Background: an optimization exercise with open tools, aiming at small area, a short achievable clock period and few clock cycles. Do not read the settings as production practice. The RTL was checked by simulation tests, not by an equivalence proof against the original design. Power figures rest on the tool's default switching activity, not on a simulated workload.

==> flow/design.v (excerpt) <==
module l3_cache_top (
  input  logic         clk,
  input  logic         reset,
  input  logic [3:0]   port_valid,
  input  logic [3:0]   port_write,
  input  logic [63:0]  port_addr,
  input  logic [127:0] port_wdata,
  output logic [3:0]   port_ready,
  output logic         rsp_valid,
  output logic [1:0]   rsp_port,
  output logic         rsp_write,
  output logic [31:0]  rsp_data,
  input  logic         rsp_ready,
  output logic         mem_req_valid,
  output logic         mem_req_write,
  output logic [15:0]  mem_req_addr,
  output logic [31:0]  mem_req_data,
  input  logic         mem_req_ready,
  input  logic         mem_rsp_valid,
  input  logic [31:0]  mem_rsp_data
);
Size in the first run: roughly 6,700 cells after synthesis, ~330 I/O pins, about 0.078 mm^2 of cells after synthesis.
==> flow/config.mk <==
export PLATFORM = sky130hd
export DESIGN_NAME = l3_cache_top
export DESIGN_NICKNAME = l3_cache_top
export VERILOG_FILES = /design/flow/design.v
export SDC_FILE = /design/flow/constraint.sdc
export NUM_CORES = 4
export LEC_CHECK = 0
export CAP_MARGIN = 20
export CORE_MARGIN = 2
export CORE_UTILIZATION = 60
export CTS_CLUSTER_DIAMETER = 60
export CTS_CLUSTER_SIZE = 20
export SETUP_SLACK_MARGIN = 3.4
export SLEW_MARGIN = 20
export TNS_END_PERCENT = 0
==> flow/constraint.sdc <==
create_clock -name core_clock -period 6.0 [get_ports {clk}]
set_input_delay 1.2000 -clock core_clock [delete_from_list [all_inputs] [get_ports {clk}]]
set_output_delay 1.2000 -clock core_clock [all_outputs]
set_load 0.01 [all_outputs]
run.sh (not shown) runs the stock make flow with config.mk's settings and CLKGATE_MAP_FILE= SYNTH_SCRIPT=/design/flow/synth_recipe.tcl, a recipe that flattens the netlist after the stock synthesis.
Testbench counts at the start, summed over its fixed seeds: cycles 2,293.
Next try:
--- a/flow/design.v
+++ b/flow/design.v
@@ -57,21 +57,21 @@
   logic [NUM_PORTS-1:0] spec_oh_q;    
   logic [NUM_PORTS-1:0] cand;
   logic [PORT_W-1:0]    pick_port;
   logic                 found;
   logic                 grant;
   logic [PORT_W-1:0]    spec_d;
   l3_req_t              spec_req;
   logic                 armed_q;      
   assign granted   = |port_ready;
   assign accept    = |(port_valid & port_ready);
-  assign arb_valid = accept;
+  assign arb_valid = granted;
   always_comb begin
     spec_req = '0;
     for (int p = 0; p < NUM_PORTS; p++) begin
       spec_req = spec_req | (port_req[p*REQ_W +: REQ_W] & {REQ_W{spec_oh_q[p]}});
     end
     spec_req.port = spec_q;
   end
   assign nxt_addr = spec_req.addr;
   assign cand = armed_q ? (port_valid & ~port_ready) : '0;
   always_comb begin
@@ -159,20 +159,22 @@
   logic [NUM_SETS-1:0][DATA_W+TAG_W+RID_W+2:0] line_all;
   logic [DATA_W+TAG_W+RID_W+2:0] line_sel;
   logic                line_valid;
   logic                line_dirty;
   logic                line_pend;
   logic [TAG_W-1:0]    line_tag;
   logic [RID_W-1:0]    line_prid;
   logic [DATA_W-1:0]   line_data;
   logic                line_ret;    
   logic [NUM_SETS-1:0] fill_hit;    
+  logic [NUM_SETS-1:0] wsel;        
+  logic [NUM_SETS-1:0] fsel;        
   logic [NUM_SETS-1:0]            pend_d;
   logic [NUM_SETS-1:0][RID_W-1:0] prid_d;
   logic [RID_W-1:0]               ret_d;
   assign nxt_index = nxt_addr[INDEX_W-1:0];
   assign nxt_tag   = nxt_addr[ADDR_W-1:INDEX_W];
   assign cur_tag   = arb_req.addr[ADDR_W-1:INDEX_W];
   always_comb begin
     for (int i = 0; i < NUM_SETS; i++) begin
       nxt_sel[i] = (nxt_index == INDEX_W'(i));
       nxt_hit[i] = valid_q[i] && (tag_q[i] == nxt_tag);
@@ -252,27 +254,31 @@
         fnow_q[i] <= pend_d[i] && (prid_d[i] == ret_d);
       end
       if (arb_valid && miss) begin
         alloc_q <= alloc_q + 1'b1;
       end
       if (arb_valid) begin
         valid_q <= valid_q | sel_q;
       end
     end
   end
+  always_comb begin
+    for (int i = 0; i < NUM_SETS; i++) begin
+      wsel[i] = arb_valid && sel_q[i] && arb_req.write;
+      fsel[i] = fill_hit[i] && !wsel[i];
+    end
+  end
   always_ff @(posedge clk) begin
     prid_q <= prid_d;
     for (int i = 0; i < NUM_SETS; i++) begin
-      if (arb_valid && sel_q[i] && arb_req.write) begin
-        data_q[i] <= arb_req.wdata;
-      end else if (fill_hit[i]) begin
-        data_q[i] <= mem_rsp_data;
+      if (wsel[i] || fsel[i]) begin
+        data_q[i] <= (arb_req.wdata & {DATA_W{wsel[i]}}) | (mem_rsp_data & {DATA_W{fsel[i]}});
       end
       if (arb_valid && sel_q[i]) begin
         tag_q[i]   <= cur_tag;
         dirty_q[i] <= arb_req.write || (hit && dirty_q[i]);
       end
     end
   end
 endmodule
 module l3_pick16 #(
   parameter int W = 1
@@ -421,20 +427,24 @@
   logic [CNT_W-1:0]            count_q;   
   logic              h_cap;
   logic [RING-1:0]   cap;
   logic [RING-1:0]   load;
   logic              h_take;    
   logic              from_ring;
   logic              to_ring;
   logic [PORT_W-1:0] r_port;
   logic              r_write;
   logic [DATA_W-1:0] r_data;
+  logic [DATA_W-1:0] r_word;
+  logic              r_wait0;
+  logic              r_cnow;
+  logic              r_cap;
   logic              r_wait;
   logic [RID_W-1:0]  r_rid;
   logic              h_v_d;
   logic              h_wait_d;
   logic [RID_W-1:0]  h_rid_d;
   logic              h_cnow_q;    
   logic [RING-1:0]   cnow_q;      
   logic [RID_W-1:0]  ret_d;
   assign count     = count_q;
   assign rsp_valid = valid_q;
@@ -449,32 +459,37 @@
   assign ret_d = mem_rsp_valid ? ret_rid + 1'b1 : ret_rid;
   always_comb begin
     for (int i = 0; i < RING; i++) begin
       cap[i]  = mem_rsp_valid && cnow_q[i];
       load[i] = to_ring && (wr_q == PTR_W'(i));
     end
   end
   always_comb begin
     r_port  = '0;
     r_write = 1'b0;
-    r_data  = '0;
-    r_wait  = 1'b0;
+    r_word  = '0;
+    r_wait0 = 1'b0;
+    r_cnow  = 1'b0;
     r_rid   = '0;
     for (int i = 0; i < RING; i++) begin
       if (rd_q == PTR_W'(i)) begin
         r_port  = port_q[i];
         r_write = write_q[i];
-        r_data  = cap[i] ? mem_rsp_data : data_q[i];
-        r_wait  = wait_q[i] && !cap[i];
+        r_word  = data_q[i];
+        r_wait0 = wait_q[i];
+        r_cnow  = cnow_q[i];
         r_rid   = rid_q[i];
       end
     end
+    r_cap  = mem_rsp_valid && r_cnow;
+    r_data = r_cap ? mem_rsp_data : r_word;
+    r_wait = r_wait0 && !r_cap;
   end
   always_comb begin
     if (h_take) begin
       h_v_d    = (n_q != '0) || push;
       h_wait_d = (n_q != '0) ? r_wait : push_wait;
       h_rid_d  = (n_q != '0) ? r_rid : push_rid;
     end else begin
       h_v_d    = 1'b1;
       h_wait_d = h_wait_q && !h_cap;
       h_rid_d  = h_rid_q;
Outcome:
- power falls by roughly a tenth
- register-to-register slack got worse by 0.09 ns
- via count falls by a little under a tenth
- global-route usage falls by 2.5 points
- clock-buffer cell count falls by 16
- flip-flop and latch count does not change
- synthesized area falls by a few percent
- first-iteration DRC count falls by a few percent
- clock skew rises by 0.012 ns
- final area falls by a few percent
- sequential share of layout area rises by 7.3 points
Testbench counts after the change, summed over its fixed seeds: cycles 2,293.

==> port drivers added, routing unchanged <==
Ports are ideal in the flow. The routed layouts listed here were re-timed in OpenROAD.
Step 1 assumes that a clkbuf_16 drives the clock port and a buf_2 every other input.
Step 2 adds t to the input delays and takes it off the output delays; t is the mean of the earliest and latest rising clock arrival at the registers after step 1. Input paths then give back, and output paths get back, about the clock's delay inside the block.
Three values: no drivers, after step 1, after step 2; two values: the first two.
run | t, ns | setup WS [ns] | worst setup path after step 2 | slew at the worst register clock pin (ns)
the first run | 0.873 | 2.943 / 2.996 / 2.122 | input to register | 0.09 / 0.09
the second run | 0.867 | 2.897 / 2.915 / 2.048 | input to register | 0.09 / 0.09
After both steps setup and hold are still met in every run listed. The setup slack of the second run, which loses most, moves by +0.018 ns with the drivers and by -0.849 ns with both steps.
